Source: an optimization exercise on an open RTL-to-GDS flow (aim: small area and a short achievable clock period). Production flows keep margins and buffers that such runs may drop. The RTL of this run was laid out without a check of its function. No activity file was given, so power comes from the tool's default toggle rates.

<file path="flow/config.mk">
export PLATFORM = sky130hd
export DESIGN_NAME = simd_unit
export DESIGN_NICKNAME = simd_unit
export VERILOG_FILES = /design/flow/design.v
export SDC_FILE = /design/flow/constraint.sdc
export NUM_CORES = 4
export LEC_CHECK = 0
export CAP_MARGIN = 20
export CORE_MARGIN = 2
export CORE_UTILIZATION = 40
export SLEW_MARGIN = 20
</file>
<file path="flow/constraint.sdc">
create_clock -name core_clock -period 10.0 [get_ports {clk}]
set_input_delay 2.0000 -clock core_clock [delete_from_list [all_inputs] [get_ports {clk}]]
set_output_delay 2.0000 -clock core_clock [all_outputs]
set_load 0.01 [all_outputs]
</file>
<file path="flow/design.v">
`default_nettype none
package simd_pkg;
    localparam int NUM_LANES = 4;
    typedef logic [7:0]  byte_t;
    typedef logic [15:0] wide_t;
    typedef logic [31:0] word_t;
    typedef logic [3:0] lane_op_t;
    typedef logic [2:0] red_op_t;
    localparam lane_op_t OP_PASS = 4'd0;
    localparam lane_op_t OP_ADD  = 4'd1;
    localparam lane_op_t OP_SUB  = 4'd2;
    localparam lane_op_t OP_MUL  = 4'd3;
    localparam lane_op_t OP_MOVB = 4'd4;
    localparam lane_op_t OP_MAX  = 4'd5;
    localparam lane_op_t OP_MIN  = 4'd6;
    localparam lane_op_t OP_AND  = 4'd7;
    localparam lane_op_t OP_OR   = 4'd8;
    localparam lane_op_t OP_XOR  = 4'd9;
    localparam lane_op_t OP_NAND = 4'd10;
    localparam lane_op_t OP_NOR  = 4'd11;
    localparam lane_op_t OP_XNOR = 4'd12;
    localparam red_op_t RED_NONE = 3'd0;
    localparam red_op_t RED_SUM  = 3'd1;
    localparam red_op_t RED_MAX  = 3'd2;
    localparam red_op_t RED_MIN  = 3'd3;
    localparam red_op_t RED_XOR  = 3'd4;
    localparam int SMAX = 127;
    localparam int SMIN = -128;
    localparam int UMAX = 255;
    localparam int UMIN = 0;
endpackage
`default_nettype wire
`default_nettype none
module operand_stage (
    input  logic        clk,
    input  logic        rstn,
    input  logic        holdn,
    input  logic [31:0] ra,
    input  logic [31:0] rb,
    input  logic [31:0] bpv,
    input  logic [1:0]  bp,
    input  logic [3:0]  lane_op,
    input  logic [2:0]  red_op,
    input  logic        is_unsigned,
    input  logic        sat,
    input  logic        wen,
    output logic [simd_pkg::NUM_LANES-1:0][7:0] lane_a,
    output logic [simd_pkg::NUM_LANES-1:0][7:0] lane_b,
    output logic [3:0]  s1_lane_op,
    output logic [2:0]  s1_red_op,
    output logic        s1_unsigned,
    output logic        s1_sat,
    output logic        s1_wen
);
    logic [31:0] s1_ra;
    logic [31:0] s1_rb;
    always_ff @(posedge clk) begin
        if (holdn) begin
            s1_ra       <= ra;
            s1_rb       <= rb;
            s1_lane_op  <= lane_op;
            s1_red_op   <= red_op;
            s1_unsigned <= is_unsigned;
            s1_sat      <= sat;
        end
    end
    always_ff @(posedge clk) begin
        if (!rstn)
            s1_wen <= 1'b0;
        else if (holdn)
            s1_wen <= wen;
    end
    assign lane_a = bp[0] ? bpv : s1_ra;
    assign lane_b = bp[1] ? bpv : s1_rb;
endmodule
`default_nettype wire
`default_nettype none
module lane_alu (
    input  logic        clk,
    input  logic        holdn,
    input  logic [7:0]  a,
    input  logic [7:0]  b,
    input  logic [3:0]  lane_op,
    input  logic        is_unsigned,
    input  logic        sat,
    output logic [15:0] lane_res
);
    logic        sg;
    logic        ax, bx;
    logic        is_add, is_sub, is_mul, is_max, is_min;
    logic        do_sub;
    logic [9:0]  r;
    logic [15:0] p;
    logic        lt;
    logic [7:0]  v8;
    logic        hi, lo;
    logic [7:0]  c8;
    logic [7:0]  lo8;
    logic [7:0]  hi8;
    logic [15:0] res_d;
    assign sg = ~is_unsigned;
    assign ax = sg & a[7];
    assign bx = sg & b[7];
    assign is_add = (lane_op == simd_pkg::OP_ADD);
    assign is_sub = (lane_op == simd_pkg::OP_SUB);
    assign is_mul = (lane_op == simd_pkg::OP_MUL);
    assign is_max = (lane_op == simd_pkg::OP_MAX);
    assign is_min = (lane_op == simd_pkg::OP_MIN);
    assign do_sub = ~is_add;
    assign r = {ax, ax, a} + ({bx, bx, b} ^ {10{do_sub}}) + {9'd0, do_sub};
    assign lt = r[9];
    always_comb begin
        p = {7'd0, sg, 8'd0} + {sg, 15'd0};
        for (int j = 0; j < 8; j++)
            for (int i = 0; i < 8; i++)
                if ((i == 7) != (j == 7))
                    p = p + (16'((a[i] & b[j]) ^ sg) << (i + j));
                else
                    p = p + (16'(a[i] & b[j]) << (i + j));
    end
    always_comb begin
        if (is_mul) begin
            v8 = p[7:0];
            if (is_unsigned) begin
                hi = |p[15:8];
                lo = 1'b0;
            end else begin
                hi = ~p[15] & (|p[14:7]);
                lo = p[15] & ~(&p[14:7]);
            end
        end else begin
            v8 = r[7:0];
            if (is_unsigned) begin
                hi = ~r[9] & r[8];
                lo = r[9];
            end else begin
                hi = ~r[9] & (r[8] | r[7]);
                lo = r[9] & ~(r[8] & r[7]);
            end
        end
        hi8 = {is_unsigned, 7'h7f};
        lo8 = {sg, 7'h00};
        c8  = (sat & hi) ? hi8 : (sat & lo) ? lo8 : v8;
    end
    always_comb begin
        case (lane_op)
            simd_pkg::OP_PASS: res_d = {{8{ax}}, a};
            simd_pkg::OP_ADD,
            simd_pkg::OP_SUB:  res_d = sat ? {{8{sg & c8[7]}}, c8} : {{6{r[9]}}, r};
            simd_pkg::OP_MUL:  res_d = sat ? {{8{sg & c8[7]}}, c8} : p;
            simd_pkg::OP_MOVB: res_d = {{8{bx}}, b};
            simd_pkg::OP_MAX:  res_d = lt ? {{8{bx}}, b} : {{8{ax}}, a};
            simd_pkg::OP_MIN:  res_d = lt ? {{8{ax}}, a} : {{8{bx}}, b};
            simd_pkg::OP_AND:  res_d = {8'h00, a & b};
            simd_pkg::OP_OR:   res_d = {8'h00, a | b};
            simd_pkg::OP_XOR:  res_d = {8'h00, a ^ b};
            simd_pkg::OP_NAND: res_d = {8'h00, ~(a & b)};
            simd_pkg::OP_NOR:  res_d = {8'h00, ~(a | b)};
            simd_pkg::OP_XNOR: res_d = {8'h00, ~(a ^ b)};
            default:           res_d = '0;
        endcase
    end
    always_ff @(posedge clk) begin
        if (holdn)
            lane_res <= res_d;
    end
endmodule
`default_nettype wire
`default_nettype none
module reduction_stage (
    input  logic        clk,
    input  logic        rstn,
    input  logic        holdn,
    input  logic [simd_pkg::NUM_LANES-1:0][15:0] lane_res,
    input  logic [2:0]  red_op,
    input  logic        is_unsigned,
    input  logic        sat,
    input  logic        wen,
    output logic [31:0] result,
    output logic        result_valid
);
    logic [2:0] s2_red_op;
    logic       s2_unsigned;
    logic       s2_sat;
    logic       s2_wen;
    logic signed [16:0] lane_x [simd_pkg::NUM_LANES];
    logic signed [18:0] sum_x;
    logic [7:0]         sum_c8;
    logic               sum_hi, sum_lo;
    logic               is_min;
    logic signed [16:0] m01, m23, mx;
    logic [7:0]         xor_b;
    logic [31:0]        pack_w;
    logic [31:0]        res_d;
    always_ff @(posedge clk) begin
        if (holdn) begin
            s2_red_op   <= red_op;
            s2_unsigned <= is_unsigned;
            s2_sat      <= sat;
        end
    end
    always_ff @(posedge clk) begin
        if (!rstn)
            s2_wen <= 1'b0;
        else if (holdn)
            s2_wen <= wen;
    end
    always_comb begin
        for (int i = 0; i < simd_pkg::NUM_LANES; i++) begin
            lane_x[i] = $signed({~s2_unsigned & lane_res[i][15], lane_res[i]});
            pack_w[8*i +: 8] = lane_res[i][7:0];
        end
        xor_b = lane_res[0][7:0] ^ lane_res[1][7:0] ^ lane_res[2][7:0] ^ lane_res[3][7:0];
        sum_x = 19'(lane_x[0]) + 19'(lane_x[1]) + 19'(lane_x[2]) + 19'(lane_x[3]);
        if (s2_unsigned) begin
            sum_hi = |sum_x[17:8];
            sum_lo = 1'b0;
        end else begin
            sum_hi = ~sum_x[18] & (|sum_x[17:7]);
            sum_lo = sum_x[18] & ~(&sum_x[17:7]);
        end
        sum_c8 = sum_hi ? {s2_unsigned, 7'h7f} : sum_lo ? {~s2_unsigned, 7'h00} : sum_x[7:0];
        is_min = (s2_red_op == simd_pkg::RED_MIN);
        m01 = ((lane_x[0] < lane_x[1]) ^ is_min) ? lane_x[1] : lane_x[0];
        m23 = ((lane_x[2] < lane_x[3]) ^ is_min) ? lane_x[3] : lane_x[2];
        mx  = ((m01 < m23) ^ is_min) ? m23 : m01;
        case (s2_red_op)
            simd_pkg::RED_SUM: res_d = (s2_sat && (sum_hi || sum_lo)) ?
                                       {{24{~s2_unsigned & sum_c8[7]}}, sum_c8} :
                                       {{13{sum_x[18]}}, sum_x};
            simd_pkg::RED_MAX,
            simd_pkg::RED_MIN: res_d = {{15{mx[16]}}, mx};
            simd_pkg::RED_XOR: res_d = {24'd0, xor_b};
            default:           res_d = pack_w;
        endcase
    end
    always_ff @(posedge clk) begin
        if (holdn)
            result <= res_d;
    end
    always_ff @(posedge clk) begin
        if (!rstn)
            result_valid <= 1'b0;
        else if (holdn)
            result_valid <= s2_wen;
    end
endmodule
`default_nettype wire
`default_nettype none
module simd_unit (
    input  logic       clk,
    input  logic       rstn,
    input  logic       holdn,
    input  logic [31:0] ra,
    input  logic [31:0] rb,
    input  logic [3:0]  lane_op,
    input  logic [2:0]  red_op,
    input  logic       is_unsigned,
    input  logic       sat,
    input  logic       wen,
    input  logic [31:0] bpv,
    input  logic [1:0] bp,
    output logic [31:0] result,
    output logic       result_valid
);
    logic [simd_pkg::NUM_LANES-1:0][7:0]  lane_a;
    logic [simd_pkg::NUM_LANES-1:0][7:0]  lane_b;
    logic [simd_pkg::NUM_LANES-1:0][15:0] lane_res;
    logic [3:0] s1_lane_op;
    logic [2:0] s1_red_op;
    logic     s1_unsigned;
    logic     s1_sat;
    logic     s1_wen;
    operand_stage u_operand_stage (
        .clk         (clk),
        .rstn        (rstn),
        .holdn       (holdn),
        .ra          (ra),
        .rb          (rb),
        .bpv         (bpv),
        .bp          (bp),
        .lane_op     (lane_op),
        .red_op      (red_op),
        .is_unsigned (is_unsigned),
        .sat         (sat),
        .wen         (wen),
        .lane_a      (lane_a),
        .lane_b      (lane_b),
        .s1_lane_op  (s1_lane_op),
        .s1_red_op   (s1_red_op),
        .s1_unsigned (s1_unsigned),
        .s1_sat      (s1_sat),
        .s1_wen      (s1_wen)
    );
    for (genvar i = 0; i < simd_pkg::NUM_LANES; i++) begin : g_lane
        lane_alu u_lane_alu (
            .clk         (clk),
            .holdn       (holdn),
            .a           (lane_a[i]),
            .b           (lane_b[i]),
            .lane_op     (s1_lane_op),
            .is_unsigned (s1_unsigned),
            .sat         (s1_sat),
            .lane_res    (lane_res[i])
        );
    end
    reduction_stage u_reduction_stage (
        .clk          (clk),
        .rstn         (rstn),
        .holdn        (holdn),
        .lane_res     (lane_res),
        .red_op       (s1_red_op),
        .is_unsigned  (s1_unsigned),
        .sat          (s1_sat),
        .wen          (s1_wen),
        .result       (result),
        .result_valid (result_valid)
    );
endmodule
`default_nettype wire
</file>
<file path="flow/run.sh">
#!/bin/bash
# synth_recipe.tcl (not shown) runs the flow's synth.tcl, then flattens the netlist and writes it again
# the make line also repeats each setting of config.mk as NAME=value (left out here)
make -C /OpenROAD-flow-scripts/flow DESIGN_CONFIG=/design/flow/config.mk WORK_HOME=/design/flow/orfs CLKGATE_MAP_FILE= SYNTH_SCRIPT=/design/flow/synth_recipe.tcl finish
</file>
==> results.yml <==
pwr:
  p_leak_nw: 13.1
  switchingPower_mw: 4.62
  p_seq_share_pct: 12.8
  switching_share_pct: 52.9
  combPwrFrac_pct: 78.8
  ir_drop_mv: 0.187
  p_per_area_nw_per_um2: 293
  clockPowerShare_pct: 8.4
  p_int_mw: 4.12
global_route:
  grt.total_usage_pct: 26.8
  grt_max_degree: 114
  grt_pass1_vias: 24200
  grt_overflow_total: 0
  grt_pass1_wl_um: 140000
  antenna_found_initial: 1
sta:
  drv_slew: 0
  worst_pin_slew_ns: 1.19
  slew-limit-headroom_pct: 20.8
  finalSetupTns_ns: 0
  setup_viol: 0
  finalHoldViolCount: 0
  clock.fmax_mhz: 114
  clock_skew_ns: 0.0109
  setup_slack_ns: 1.20
  whs_ns: 0.425
  grt_setup_unrepaired: "no"
  fin_crit_sh_pct: 88.0
  post-route-min-period_ns: 8.80
final_layout:
  drive_gt1_share_pct: 5.88
  nets: 3775
  area_delta_synth_final_pct: 12.6
  diodes: 0
synth:
  ys_seq_elements: 177
  synth-xor-area-share_pct: 5.90
  synthCells: 3084
  syn-num-nets: 3676
  yosysSeqAreaShare_pct: 20.0
  synth_edf_count: 174
  ys_warn_count: 4
  synth_most_common_cell: "nor2_1"
  syn-cell-area_um2: 26400
  syn_area_per_cell_um2: 8.57
  synthMuxAreaShare_pct: 4.68
  synth_adder_area_share_pct: 28.2
  async_flop_share_pct: 0
  synth_top_area_cell: "edfxtp_1"
  netlist.area_leader.share_pct: 19.8
  synth-main-ff-cell: "edfxtp_1"
  synthSimpleGateAreaFrac_pct: 15.5
  synth.distinct_cells: 91
  synth_top_family_by_area: "adder cells"
  ys_top_cells_by_count: "nor2_1, ha_1, nand2_1, inv_1, a21oi_1"
  synth.area.top_cells: "edfxtp_1, fa_1, ha_1"
  synth_compound_area_share_pct: 19.7
clock_network:
  cts_resized: 0
  clock_path_buffers: 2
  hold_buffers: 0
  post_cts_buffers: 0
  cts_tree: "done"
  insertion_delay_ns: 0.50
  htree_levels: 4
  cts_made_buffers: 17
  clockRootBuffer: "clkbuf_16"
  path_clk_slew_ns: 0.07
  cts_sinks: 177
drt:
  ant_nets: 0
  drt-total-wl_um: 92000
  viasPerCell: 6.00
  drc: 0
  drtPass1Iterations: 6
  wire_per_inst_um: 22.7
  drt_iter0_drc: 2283
  num_vias: 24400
worst_setup_path:
  critPathLaunchType: "input pin"
  crit_fanout: 15
  end_kind: "flip-flop"
  path_class: "in -> reg"
  worstPathRequired_ns: 10.24
  cp.arrival_ns: 9.05
floorplan:
  core_area_um2: 65600
  start_util_pct: 40.3
  fp.dieW_um: 261
  io_pins: 144
  num_rows: 94
  die_area_um2: 68200
  die_y_um: 261
placed_design:
  post-place-ws_ns: 0.697
  hpwl_um: 72300
  gp_congestion: 0.958
  port-buffer-count: 143
flow_run:
  maxCapViolCount: 0
outcome:
  outcome: "finished clean"
min_path:
  hold_class: "reg -> reg"
-- critical path: stages --
cell       delay, ns
buf_2           0.26
buf_4           0.36
mux2i_1         0.78
inv_1           0.34
nand2_1         0.19
fa_1            0.43
inv_1           0.09
fa_1            0.44
fa_1            0.52
fa_1            0.49
ha_1            0.34
a21o_1          0.19
a21oi_1         0.30
o211ai_1        0.16
and2_1          0.20
a211oi_1        0.70
nand4_1         0.25
o2111ai_1       0.24
nand3_1         0.29
o21a_1          0.20
a211o_1         0.26
-- flip-flops by register name, summed over array words and instances (netlist names), 3 cells and up --
name and flops:
g_lane.u_lane_alu.lane_res 64, u_operand_stage.s1_ra 32, u_operand_stage.s1_rb 32, u_reduction_stage.result 32, u_operand_stage.s1_lane_op 4, u_operand_stage.s1_red_op 3
u_reduction_stage.s2_red_op 3
-- cell usage in the layout, fill, tap and decap left out, types with 16 or more instances in the layout --
master | Yosys | layout
nor2_1 | 390 | 386
ha_1 | 290 | 290
nand2_1 | 283 | 283
inv_1 | 250 | 250
a21oi_1 | 206 | 204
fa_1 | 191 | 191
edfxtp_1 | 174 | 174
o21ai_0 | 152 | 152
clkdlybuf4s50_1 | 0 | 140
xnor2_1 | 122 | 121
mux2i_1 | 113 | 112
buf_4 | 0 | 101
xor2_1 | 53 | 53
a211oi_1 | 49 | 49
o22ai_1 | 41 | 41
a21o_1 | 39 | 39
o211ai_1 | 39 | 39
nand3_1 | 39 | 39
nor3_1 | 31 | 30
nand2b_1 | 28 | 28
nor2b_1 | 27 | 27
o221ai_1 | 27 | 27
o21a_1 | 26 | 26
a221oi_1 | 26 | 26
nand4_1 | 22 | 22
a211o_1 | 17 | 17
clkbuf_16 | 0 | 17
and2_1 | 16 | 16
or3_1 | 16 | 16
-- layout make-up --
cell class	count	area, um2
fillers	6305	35900
multi-input cells	2489	19600
flip-flops and latches	177	5290
repair buffers	245	2200
well taps	864	1080
inverters	253	950
clock buffers	17	425
clock inverters	15	213
-- logic make-up after synthesis --
family,Yosys count
AO/OA/AOI/OAI,785
XOR/XNOR,176
multiplexers,121
buffers and inverters,418
AND/OR/NAND/NOR,925
adder cells (fa/ha/maj),482
flip-flops,177
-- per-layer routing --
layer  part of all wire, %  vias to the layer above  GRT usage [%]
li1                      -                    11100              -
met5                     0                        -              0
met3                   7.6                      231           4.67
met2                    46                     1125           43.9
met1                    42                    11900           34.7
met4                   4.5                        0           12.2
-- power by group through the flow --
| stage | clock [mW] | combinational, mW | sequential (mW) |
|---|---|---|---|
| global placement | 0 | 6.56 | 1.13 |
| CTS | 0.751 | 6.78 | 1.12 |
| detailed placement | 0 | 6.73 | 1.14 |
| floorplan | 0 | 5.01 | 1.07 |
| global route | 0.776 | 7.61 | 1.13 |
| finish | 0.733 | 6.88 | 1.12 |
-- stage by stage --
| stage | power, mW | utilization, % | instances | area (um2) |
|---|---|---|---|---|
| 2_1_floorplan | 6.07 | - | 3084 | 26400 |
| 3_3_place_gp | 7.69 | 44.3 | 4027 | 29100 |
| 3_5_place_dp | 7.86 | 44.3 | 4027 | 29100 |
| 4_1_cts | 8.65 | 45.3 | 4059 | 29700 |
| 5_1_grt | 9.52 | 45.3 | 4060 | 29800 |
| 6_report | 8.73 | 45.3 | 4060 | 29800 |
-- path summary, 6_finish.rpt --
check | start | end | slack [ns] | cells past startpoint
worst max-delay path | bp[0] | g_lane[2].u_lane_alu.lane_res[2] | 1.20 | 21
worst min register to register | u_operand_stage.s1_red_op[2] | u_reduction_stage.s2_red_op[2] | 0.43 | 0
worst min-delay path | u_operand_stage.s1_red_op[2] | u_reduction_stage.s2_red_op[2] | 0.43 | 0
worst max register to register | u_operand_stage.s1_ra[17] | g_lane[2].u_lane_alu.lane_res[2] | 3.07 | 19

## afterwards: timing with drivers on the ports
The flow's constraints put no driver on any port. The routed layout listed below was extracted and timed again, unchanged, in two steps.
Step 1: set_driving_cell puts a clkbuf_16 on clk and a buf_2 on each other input, an assumption about the parent block.
Step 2 moves the port delays by t, midway between the first and last clock arrival at a register: inputs arrive t later, outputs are due t later. That takes back most of the time a late clock gives input paths.
Three values: no drivers, after step 1, after step 2; two values: the first two.
shift t [ns]: 0.550
setup WS [ns]: 1.196 / 1.234 / 0.684
latest minus earliest clock arrival (ns): 0.011 / 0.012
slew at the worst register clock pin (ns): 0.08 / 0.08
cell pins on the clock port's net: 1
After both steps this run still meets setup and hold. The setup slack of this run moves by +0.038 ns with the drivers and by -0.512 ns with both steps.
